This is an optimization exercise on Yosys and OpenROAD, whose aim is small area, not a production implementation. Only simulation tests tie the RTL to the original design; equivalence was not proved. Power and IR drop assume default switching activity.

==> design.v <==
`default_nettype none
package can_pkg;
    localparam int DATA_W    = 32;
    localparam int SEL_W     = 4;
    localparam int ID_W      = 29;
    localparam int DLC_W     = 4;
    localparam int BRP_W     = 10;
    localparam int TS_W      = 3;
    localparam int IDLE_BITS = 11;   
    localparam int NUM_MB    = 3;    
    localparam int FRAME_W   = ID_W + DLC_W + 2 + 2*DATA_W;   
    typedef enum logic [3:0] {
        idx_mcr   = 4'd0,  idx_msr   = 4'd1,  idx_tmgr  = 4'd2,
        idx_id0   = 4'd3,  idx_id1   = 4'd4,  idx_id2   = 4'd5,
        idx_size0 = 4'd6,  idx_size1 = 4'd7,  idx_size2 = 4'd8,
        idx_dlo0  = 4'd9,  idx_dlo1  = 4'd10, idx_dlo2  = 4'd11,
        idx_dhi0  = 4'd12, idx_dhi1  = 4'd13, idx_dhi2  = 4'd14,
        idx_none  = 4'd15
    } reg_idx_e;
    typedef enum logic [1:0] {
        mode_sleep  = 2'd0,
        mode_init   = 2'd1,
        mode_normal = 2'd2
    } can_mode_e;
    typedef struct packed {
        logic [DATA_W-6:0] rsvd;
        logic              auto_retrans;
        logic              tx_priority;
        logic              sleep;
        logic              reset;   
        logic              start;
    } mcr_t;
    typedef struct packed {
        logic [DATA_W-BRP_W-2*TS_W-1:0] rsvd;
        logic [TS_W-1:0]                ts2;
        logic [TS_W-1:0]                ts1;
        logic [BRP_W-1:0]               brp;
    } tmgr_t;
    typedef struct packed {
        logic            ready;
        logic            ext;
        logic            rtr;
        logic [ID_W-1:0] id;
    } mb_id_t;
    typedef struct packed {
        logic              wr;      
        reg_idx_e          idx;
        logic [DATA_W-1:0] wdata;   
        logic [DATA_W-1:0] wmask;
    } bus_req_t;
    typedef struct packed {
        logic [ID_W-1:0]     id;
        logic [DLC_W-1:0]    dlc;
        logic                rtr;
        logic                ext;
        logic [2*DATA_W-1:0] data;
    } tx_frame_t;
    function automatic logic [DATA_W-1:0] byte_merge(logic [DATA_W-1:0] old_q, bus_req_t req);
        byte_merge = (old_q & ~req.wmask) | req.wdata;
    endfunction
endpackage
`default_nettype wire
`timescale 1ns/1ns
`default_nettype none
module can_wb_port (
    input  wire                          wb_clk_i,
    input  wire                          nRST,
    input  wire [can_pkg::DATA_W-1:0]    wb_adr_i,
    input  wire [can_pkg::DATA_W-1:0]    wb_dat_i,
    input  wire [can_pkg::SEL_W-1:0]     wb_sel_i,
    input  wire                          wb_we_i,
    input  wire                          wb_cyc_i,
    input  wire                          wb_stb_i,
    input  wire [can_pkg::DATA_W-1:0]    mode_rdata_i,
    input  wire [can_pkg::DATA_W-1:0]    mb_rdata_i,
    output logic                         wb_ack_o,
    output logic [can_pkg::DATA_W-1:0]   wb_dat_o,
    output can_pkg::bus_req_t            req_o
);
    logic                       valid;
    logic                       first;
    logic [1:0]                 ack_q;
    logic [can_pkg::DATA_W-1:0] lane_mask;
    assign valid = wb_cyc_i & wb_stb_i;
    assign first = valid & ~ack_q[0];   
    always_comb begin
        for (int i = 0; i < can_pkg::SEL_W; i++) begin
            lane_mask[8*i +: 8] = {8{wb_sel_i[i]}};
        end
    end
    always_comb begin
        req_o.wr    = first & wb_we_i;
        req_o.idx   = can_pkg::reg_idx_e'(wb_adr_i[5:2]);   
        req_o.wdata = wb_dat_i & lane_mask;
        req_o.wmask = lane_mask;
    end
    always_ff @(posedge wb_clk_i or negedge nRST) begin
        if (!nRST) begin
            ack_q <= '0;
        end else begin
            ack_q[0] <= valid;
            ack_q[1] <= ack_q[0] & valid;
        end
    end
    assign wb_ack_o = ack_q[1] & valid;
    always_ff @(posedge wb_clk_i) begin
        if (first) begin
            wb_dat_o <= (mode_rdata_i | mb_rdata_i) & lane_mask;
        end
    end
endmodule
`default_nettype wire
`timescale 1ns/1ns
`default_nettype none
module can_mode_ctrl #(
    parameter int IDLE_BITS = 11
) (
    input  wire                          wb_clk_i,
    input  wire                          nRST,
    input  can_pkg::bus_req_t            req_i,
    input  wire                          bitstrobe_i,
    input  wire                          curr_sample_i,
    input  wire                          rx_busy_i,
    input  wire                          tx_busy_i,
    output logic [can_pkg::DATA_W-1:0]   rdata_o,
    output logic                         can_clk_o,
    output logic                         can_nrst_o,
    output logic                         tx_enable_o,
    output logic [can_pkg::TS_W:0]       ts1_o,
    output logic [can_pkg::TS_W:0]       ts2_o,
    output logic                         tx_priority_o,
    output logic                         auto_retrans_o
);
    localparam int IDLE_W = $clog2(IDLE_BITS + 1);
    can_pkg::mcr_t                 mcr_q;
    can_pkg::tmgr_t                tmgr_q;
    can_pkg::can_mode_e            mode_q, mode_d;
    logic                          en_q, en_d;
    logic [2:0]                    stat_q;   
    logic [IDLE_W-1:0]             idle_cnt_q;
    logic                          bus_idle;
    logic [can_pkg::BRP_W-1:0]     pre_cnt_q;
    always_ff @(posedge wb_clk_i or negedge nRST) begin
        if (!nRST) begin
            mcr_q  <= '0;
            tmgr_q <= '0;
            stat_q <= '0;
        end else begin
            stat_q <= {tx_busy_i, rx_busy_i, curr_sample_i};
            if (req_i.wr && req_i.idx == can_pkg::idx_mcr) begin
                mcr_q      <= can_pkg::byte_merge(mcr_q, req_i);
                mcr_q.rsvd <= '0;
            end else begin
                mcr_q.reset <= 1'b0;   
            end
            if (mode_q == can_pkg::mode_sleep) mcr_q.sleep <= 1'b0;
            if (req_i.wr && req_i.idx == can_pkg::idx_tmgr) begin
                tmgr_q      <= can_pkg::byte_merge(tmgr_q, req_i);
                tmgr_q.rsvd <= '0;
            end
        end
    end
    always_comb begin
        case (req_i.idx)
            can_pkg::idx_mcr:  rdata_o = mcr_q;
            can_pkg::idx_msr:  rdata_o = {{(can_pkg::DATA_W-5){1'b0}}, stat_q, mode_q};
            can_pkg::idx_tmgr: rdata_o = tmgr_q;
            default:           rdata_o = '0;
        endcase
    end
    assign bus_idle = (idle_cnt_q == IDLE_W'(IDLE_BITS));
    always_ff @(posedge wb_clk_i or negedge nRST) begin
        if (!nRST) begin
            idle_cnt_q <= '0;
        end else if (bitstrobe_i) begin
            if (!curr_sample_i) idle_cnt_q <= '0;   
            else if (!bus_idle) idle_cnt_q <= idle_cnt_q + 1'b1;
        end
    end
    always_comb begin
        mode_d = mode_q;
        en_d   = en_q;
        case (mode_q)
            can_pkg::mode_sleep: begin
                if (mcr_q.start) begin
                    mode_d = can_pkg::mode_init;
                    en_d   = 1'b1;
                end
            end
            can_pkg::mode_init: begin
                if (bus_idle) mode_d = can_pkg::mode_normal;
            end
            can_pkg::mode_normal: begin
                if (mcr_q.sleep && !tx_busy_i) begin
                    mode_d = can_pkg::mode_sleep;
                    en_d   = 1'b0;
                end
            end
            default: mode_d = can_pkg::mode_sleep;
        endcase
    end
    always_ff @(posedge wb_clk_i or negedge nRST) begin
        if (!nRST) begin
            mode_q <= can_pkg::mode_sleep;
            en_q   <= 1'b0;
        end else begin
            mode_q <= mode_d;
            en_q   <= en_d;
        end
    end
    always_ff @(posedge wb_clk_i or negedge nRST) begin
        if (!nRST) begin
            pre_cnt_q <= '0;
            can_clk_o <= 1'b0;
        end else if (!en_q) begin
            pre_cnt_q <= '0;
            can_clk_o <= 1'b0;
        end else if (pre_cnt_q >= tmgr_q.brp) begin
            pre_cnt_q <= '0;
            can_clk_o <= 1'b1;
        end else begin
            pre_cnt_q <= pre_cnt_q + 1'b1;
            can_clk_o <= 1'b0;
        end
    end
    assign can_nrst_o     = ~mcr_q.reset;
    assign tx_enable_o    = (mode_q == can_pkg::mode_normal);
    assign ts1_o          = {1'b0, tmgr_q.ts1} + 1'b1;
    assign ts2_o          = {1'b0, tmgr_q.ts2} + 1'b1;
    assign tx_priority_o  = mcr_q.tx_priority;
    assign auto_retrans_o = mcr_q.auto_retrans;
endmodule
`default_nettype wire
`timescale 1ns/1ns
`default_nettype none
module can_tx_mailbox #(
    parameter int NUM_MB = 3
) (
    input  wire                          wb_clk_i,
    input  wire                          nRST,
    input  can_pkg::bus_req_t            req_i,
    input  wire                          tx_priority_i,
    input  wire                          auto_retrans_i,
    input  wire                          tx_done_i,
    input  wire                          tx_arb_loss_i,
    output logic [can_pkg::DATA_W-1:0]   rdata_o,
    output logic                         tx_pkt_ready_o,
    output can_pkg::tx_frame_t           tx_frame_o
);
    localparam int IDX_W = (NUM_MB > 1) ? $clog2(NUM_MB) : 1;
    localparam int RDY_B = can_pkg::ID_W + 2;
    localparam int EXT_B = can_pkg::ID_W + 1;
    localparam int RTR_B = can_pkg::ID_W;
    logic [NUM_MB-1:0][can_pkg::DATA_W-1:0] mb_id_q;
    logic [can_pkg::DLC_W-1:0]  mb_dlc_q [NUM_MB];
    logic [can_pkg::DATA_W-1:0] mb_dlo_q [NUM_MB];
    logic [can_pkg::DATA_W-1:0] mb_dhi_q [NUM_MB];
    logic [NUM_MB-1:0]          hit_id, hit_sz, hit_dlo, hit_dhi;
    logic                       pick_found;
    logic [IDX_W-1:0]           pick_idx;
    logic [can_pkg::ID_W-1:0]   best_id;
    logic                       lock_q;
    logic [IDX_W-1:0]           sel_q;
    logic                       tx_release;
    can_pkg::tx_frame_t         pick_frame;
    always_comb begin
        for (int i = 0; i < NUM_MB; i++) begin
            hit_id[i]  = 32'(req_i.idx) == 32'(can_pkg::idx_id0) + i;
            hit_sz[i]  = 32'(req_i.idx) == 32'(can_pkg::idx_size0) + i;
            hit_dlo[i] = 32'(req_i.idx) == 32'(can_pkg::idx_dlo0) + i;
            hit_dhi[i] = 32'(req_i.idx) == 32'(can_pkg::idx_dhi0) + i;
        end
    end
    assign tx_release = lock_q & (tx_done_i | (tx_arb_loss_i & ~auto_retrans_i));
    always_ff @(posedge wb_clk_i or negedge nRST) begin
        if (!nRST) begin
            for (int i = 0; i < NUM_MB; i++) mb_id_q[i] <= '0;
        end else begin
            for (int i = 0; i < NUM_MB; i++) begin
                if (req_i.wr && hit_id[i]) begin
                    mb_id_q[i] <= can_pkg::byte_merge(mb_id_q[i], req_i);
                end
            end
            for (int i = 0; i < NUM_MB; i++) begin
                if (tx_release && sel_q == IDX_W'(i)) mb_id_q[i][RDY_B] <= 1'b0;   
            end
        end
    end
    always_ff @(posedge wb_clk_i) begin
        for (int i = 0; i < NUM_MB; i++) begin
            if (req_i.wr && hit_sz[i] && req_i.wmask[0]) begin
                mb_dlc_q[i] <= req_i.wdata[can_pkg::DLC_W-1:0];
            end
            if (req_i.wr && hit_dlo[i]) mb_dlo_q[i] <= can_pkg::byte_merge(mb_dlo_q[i], req_i);
            if (req_i.wr && hit_dhi[i]) mb_dhi_q[i] <= can_pkg::byte_merge(mb_dhi_q[i], req_i);
        end
    end
    always_comb begin
        rdata_o = '0;
        for (int i = 0; i < NUM_MB; i++) begin
            if (hit_id[i]) rdata_o = mb_id_q[i];
            if (hit_sz[i]) rdata_o = {{(can_pkg::DATA_W-can_pkg::DLC_W){1'b0}}, mb_dlc_q[i]};
            if (hit_dlo[i]) rdata_o = mb_dlo_q[i];
            if (hit_dhi[i]) rdata_o = mb_dhi_q[i];
        end
    end
    always_comb begin
        pick_found = 1'b0;
        pick_idx   = '0;
        best_id    = '0;
        for (int i = 0; i < NUM_MB; i++) begin
            if (mb_id_q[i][RDY_B]) begin
                if (!pick_found || (!tx_priority_i && mb_id_q[i][can_pkg::ID_W-1:0] < best_id)) begin
                    pick_found = 1'b1;
                    pick_idx   = IDX_W'(i);
                    best_id    = mb_id_q[i][can_pkg::ID_W-1:0];
                end
            end
        end
    end
    always_ff @(posedge wb_clk_i or negedge nRST) begin
        if (!nRST) begin
            lock_q <= 1'b0;
            sel_q  <= '0;
        end else if (tx_release) begin
            lock_q <= 1'b0;
        end else if (!lock_q && pick_found) begin
            lock_q <= 1'b1;
            sel_q  <= pick_idx;
        end
    end
    always_comb begin
        pick_frame = '0;
        for (int i = 0; i < NUM_MB; i++) begin
            if (pick_idx == IDX_W'(i)) begin
                pick_frame.id   = mb_id_q[i][can_pkg::ID_W-1:0];
                pick_frame.dlc  = mb_dlc_q[i];
                pick_frame.rtr  = mb_id_q[i][RTR_B];
                pick_frame.ext  = mb_id_q[i][EXT_B];
                pick_frame.data = {mb_dhi_q[i], mb_dlo_q[i]};
            end
        end
    end
    always_ff @(posedge wb_clk_i) begin
        if (!lock_q && pick_found) begin
            tx_frame_o <= pick_frame;
        end
    end
    assign tx_pkt_ready_o = lock_q;
endmodule
`default_nettype wire
`timescale 1ns/1ns
`default_nettype none
module can_wb_top (
    input  wire                          wb_clk_i,
    input  wire                          nRST,
    input  wire [can_pkg::DATA_W-1:0]    wb_adr_i,
    input  wire [can_pkg::DATA_W-1:0]    wb_dat_i,
    input  wire [can_pkg::SEL_W-1:0]     wb_sel_i,
    input  wire                          wb_we_i,
    input  wire                          wb_cyc_i,
    input  wire                          wb_stb_i,
    output logic                         wb_ack_o,
    output logic [can_pkg::DATA_W-1:0]   wb_dat_o,
    input  wire                          bitstrobe_i,
    input  wire                          curr_sample_i,
    input  wire                          rx_busy_i,
    input  wire                          tx_busy_i,
    input  wire                          tx_done_i,
    input  wire                          tx_arb_loss_i,
    output logic                         can_clk_o,
    output logic                         can_nrst_o,
    output logic                         tx_enable_o,
    output logic [can_pkg::TS_W:0]       ts1_o,
    output logic [can_pkg::TS_W:0]       ts2_o,
    output logic                         tx_pkt_ready_o,
    output logic [can_pkg::FRAME_W-1:0] tx_frame_o
);
    can_pkg::bus_req_t          req;
    logic [can_pkg::DATA_W-1:0] mode_rdata;
    logic [can_pkg::DATA_W-1:0] mb_rdata;
    logic                       tx_priority;
    logic                       auto_retrans;
    can_wb_port u_port (
        .wb_clk_i     (wb_clk_i),
        .nRST         (nRST),
        .wb_adr_i     (wb_adr_i),
        .wb_dat_i     (wb_dat_i),
        .wb_sel_i     (wb_sel_i),
        .wb_we_i      (wb_we_i),
        .wb_cyc_i     (wb_cyc_i),
        .wb_stb_i     (wb_stb_i),
        .mode_rdata_i (mode_rdata),
        .mb_rdata_i   (mb_rdata),
        .wb_ack_o     (wb_ack_o),
        .wb_dat_o     (wb_dat_o),
        .req_o        (req)
    );
    can_mode_ctrl #(
        .IDLE_BITS (can_pkg::IDLE_BITS)
    ) u_mode (
        .wb_clk_i       (wb_clk_i),
        .nRST           (nRST),
        .req_i          (req),
        .bitstrobe_i    (bitstrobe_i),
        .curr_sample_i  (curr_sample_i),
        .rx_busy_i      (rx_busy_i),
        .tx_busy_i      (tx_busy_i),
        .rdata_o        (mode_rdata),
        .can_clk_o      (can_clk_o),
        .can_nrst_o     (can_nrst_o),
        .tx_enable_o    (tx_enable_o),
        .ts1_o          (ts1_o),
        .ts2_o          (ts2_o),
        .tx_priority_o  (tx_priority),
        .auto_retrans_o (auto_retrans)
    );
    can_tx_mailbox #(
        .NUM_MB (can_pkg::NUM_MB)
    ) u_mailbox (
        .wb_clk_i       (wb_clk_i),
        .nRST           (nRST),
        .req_i          (req),
        .tx_priority_i  (tx_priority),
        .auto_retrans_i (auto_retrans),
        .tx_done_i      (tx_done_i),
        .tx_arb_loss_i  (tx_arb_loss_i),
        .rdata_o        (mb_rdata),
        .tx_pkt_ready_o (tx_pkt_ready_o),
        .tx_frame_o     (tx_frame_o)
    );
endmodule
`default_nettype wire
==> run.sh <==
#!/bin/bash
# synth_recipe.tcl (not shown) runs the flow's synth.tcl, then flattens the netlist and writes it again
# the make line also repeats each setting of config.mk as NAME=value (left out here)
make -C /OpenROAD-flow-scripts/flow DESIGN_CONFIG=/design/flow/config.mk WORK_HOME=/design/flow/orfs CLKGATE_MAP_FILE= SYNTH_SCRIPT=/design/flow/synth_recipe.tcl finish
==> config.mk <==
export PLATFORM = sky130hd
export DESIGN_NAME = can_wb_top
export DESIGN_NICKNAME = can_wb_top
export VERILOG_FILES = /design/flow/design.v
export SDC_FILE = /design/flow/constraint.sdc
export NUM_CORES = 4
export LEC_CHECK = 0
export CAP_MARGIN = 20
export CORE_MARGIN = 2
export CORE_UTILIZATION = 40
export SLEW_MARGIN = 20
==> constraint.sdc <==
create_clock -name core_clock -period 8.0 [get_ports {wb_clk_i}]
set_input_delay 1.6000 -clock core_clock [delete_from_list [all_inputs] [get_ports {wb_clk_i}]]
set_output_delay 1.6000 -clock core_clock [all_outputs]
set_load 0.01 [all_outputs]
==> impl_metrics.yaml <==
synthesis:
  synth_cell_types: 60
  yosysWarningCount: 6
  synth_fa_ha_area_frac: 0.0404
  synth_top_family_by_area: "compound AO/OA/AOI/OAI gates"
  synth_area_leaders: "edfxtp_1 46%, dfrtp_1 17%, mux2_2 5.9%"
  yosysTopAreaCell: "edfxtp_1"
  seq_area_frac_synth: 0.629
  synth-xor-area-share: 0.00404
  syn_inst: 1608
  syn_area_um2: 21700
  yosys_most_used_dff: "edfxtp_1"
  async_flop_share: 0.299
  yosys.area_share.simple: 0.0631
  ys_ff_latch: 478
  synth_edf_count: 335
  synth_nets: 1757
  synth_top_cell_area_share: 0.464
  syn_area_per_cell_um2: 13.5
  synth_compound_area_frac: 0.129
  synth_mux_area_frac: 0.109
grt:
  grt_pass1_vias: 15000
  grt_usage: 0.221
  grt_max_degree: 133
  grt_pass1_wl_um: 93400
  grt_antenna_before_repair: 1
  grt_overflow: 0
clocking:
  cts_tree: "built"
  numCtsBuffers: 53
  post-cts-setup-buffers: 0
  cts_root_buf: "clkbuf_16"
  cts-htree-levels: 2
  clk-insertion-delay-late_ns: 0.61
  clockBufferDepth: 3
  clk_pin_slew_worst_paths_ns: 0.06
  hold_buffers: 0
  cts_resized: 0
  cts.sinks: 478
layout:
  layout_common_cells: "335 x edfxtp_1, 193 x clkdlybuf4s50_1, 166 x nand2_1, 143 x dfrtp_1, 114 x mux2_2"
  final_common_cell: "edfxtp_1"
  syn2layout_area_growth_pct: 20.9
  fin_nets: 1945
  ff_latch_area_um2: 13600
  drive_above_1_share: 0.130
  multi_input_area_um2: 7590
  num-fill-cells: 4653
worst_setup_path:
  path_max_fanout: 132
  worstSetupPathType: "flop to flop"
  crit_required_ns: 8.30
  crit_path_start_kind: "flop"
  endpoint_kind: "flop"
  worst_ep_arrival_time_ns: 6.90
floorplan:
  core_area_um2: 53700
  die_area_um2: 56100
  die_x_um: 237
  start_util: 0.403
  row_count: 85
  pin_count: 223
  die-height_um: 237
routing:
  drt_iter0_drc: 1292
  first_pass_iters: 5
  avgViaCountPerCell: 5.81
  wl_per_cell_um: 24.4
  postRouteAntennaNets: 0
  drc: 0
  totalWireLength_um: 61900
  vias: 14800
timing:
  hold_violations: 0
  finalSetupViolations: 0
  fin_skew_ns: 0.0207
  max_freq_mhz: 152
  fin_crit_ns: 6.60
  rsz0062_at_grt: "no"
  setup_slack_ns: 1.40
  worstMarginPinSlew_ns: 1.17
  period_share: 0.825
  fin_tns_setup_ns: 0
  slew_headroom: 0.215
  maxSlewViolCount: 0
pwr:
  leakage_nw: 9.49
  ir_drop_v: 0.000157
  power_density_nw_per_um2: 264
outcome:
  status: "no timing/DRC/antenna violations"
placement:
  dp_slack_ns: 1.43
  port_buffers: 194
  dp_hpwl_um: 41300
  gp_congestion: 0.868
job:
  cap_violations: 0
worst_hold_path:
  min-delay-path-class: "flop to flop"
[power breakdown]
part           internal, W  switching (W)
combinational     0.000570       0.000759
sequential         0.00292       0.000121
clock              0.00154        0.00100
total              0.00503        0.00188
[per-layer routing]
metal | wire length (µm) | vias to the layer above | track usage
li1 | - | 6639 | -
met2 | 30200 | 504 | 0.370
met4 | 1610 | 0 | 0.0679
met5 | 0 | - | 0
met3 | 3680 | 105 | 0.0413
met1 | 26500 | 7502 | 0.292
[path summary, 6_finish.rpt]
kind                                       start                 endpoint  slack (ns)  depth (start not counted)
max                        u_mailbox.mb_id_q[31]  u_mailbox.tx_frame_o[3]        1.40                         20
min in group asynchronous                   nRST                async pin        1.03                          1
max in group asynchronous                   nRST                async pin        5.51                          2
min                           u_mailbox.sel_q[0]    u_mailbox.mb_id_q[63]        0.50                          1
max reg2reg                u_mailbox.mb_id_q[31]  u_mailbox.tx_frame_o[3]        1.40                         20
min reg2reg                   u_mailbox.sel_q[0]    u_mailbox.mb_id_q[63]        0.50                          1
[per-stage QoR]
| step | utilization | area (µm²) | hold WS, ns | instances | power [W] |
|---|---|---|---|---|---|
| after CTS | 0.488 | 26200 | 0.483 | 2536 | 0.00698 |
| after floorplan | - | 21700 | 0.438 | 1608 | 0.00386 |
| after global placement | 0.453 | 24300 | 0.455 | 2436 | 0.00441 |
| final | 0.488 | 26200 | 0.496 | 2538 | 0.00691 |
| after detailed placement | 0.453 | 24300 | 0.476 | 2437 | 0.00443 |
| after global routing | 0.488 | 26200 | 0.532 | 2537 | 0.00719 |
[layout make-up]
| class | instances | area share |
|---|---|---|
| clock buffer | 78 | 0.0609 |
| tap | 696 | 0.0332 |
| inverter | 31 | 0.00444 |
| timing repair buffer | 215 | 0.0818 |
| sequential | 478 | 0.521 |
| clock inverter | 21 | 0.00936 |
| antenna | 2 | 0.000191 |
| multi-input combinational | 1017 | 0.290 |
[synth_stat cells, drive strengths merged, types with 2 or more instances]
| cell type | n |
|---|---|
| or3 | 2 |
| nand3 | 24 |
| a211o | 2 |
| o22ai | 10 |
| mux2 | 114 |
| ha | 70 |
| inv | 31 |
| buf | 29 |
| a211oi | 5 |
| mux2i | 108 |
| xor2 | 7 |
| o31ai | 2 |
| clkbuf | 53 |
| and2 | 8 |
| nor2b | 10 |
| and3 | 9 |
| o21a | 7 |
| nor3 | 11 |
| edfxtp | 335 |
| a22o | 37 |
| a21oi | 22 |
| a21o | 11 |
| nor2 | 63 |
| nand2b | 7 |
| a22oi | 73 |
| o2111ai | 2 |
| a222oi | 20 |
| dfrtp | 143 |
| nand2 | 166 |
| xnor2 | 3 |
| a31oi | 28 |
| nand4 | 8 |
| o211ai | 9 |
| o21ai | 121 |
| a221oi | 42 |
[worst max-delay path, cell delays in order, from the launching register on]
cell     delay, ns
dfrtp_1       0.72
buf_4         0.38
nand2_1       0.08
ha_1          0.29
a21oi_1       0.13
o21ai_0       0.13
a22oi_1       0.29
nor4b_1       0.54
nand3_1       0.23
o21ai_4       0.44
buf_4         0.43
a22oi_1       0.14
ha_1          0.34
a21oi_1       0.16
o21ai_1       0.09
a221o_1       0.36
nor3_1        0.25
nand3_1       0.15
o31ai_4       0.30
buf_12        0.46
o21ai_0       0.29
[logic make-up after synthesis]
group	after synthesis
XOR/XNOR	10
adder cells (fa/ha/maj)	70
buffers and inverters	113
multiplexers	222
flip-flops	478
AND/OR/NAND/NOR	313
AO/OA/AOI/OAI	402

[afterwards: timing with drivers on the ports]
The flow's constraints put no driver on any port. The routed layout listed below was extracted and timed again, unchanged, in two steps.
Step 1, drivers: a clkbuf_16 drives wb_clk_i and a buf_2 each remaining input, both assumed.
Step 2 moves the port delays by t, midway between the first and last clock arrival at a register: inputs arrive t later, outputs are due t later. That takes back most of the time a late clock gives input paths.
Three values: no drivers, after step 1, after step 2; two values: the first two.
t (ns): 0.655
slack for setup (ns): 1.399 / 1.399 / 1.399
slew at the worst register clock pin (ns): 0.07 / 0.07
cell pins on the clock port's net: 1
After both steps setup and hold are still met in this run. The setup slack of this run moves by 0.000 ns with the drivers and by 0.000 ns with both steps.
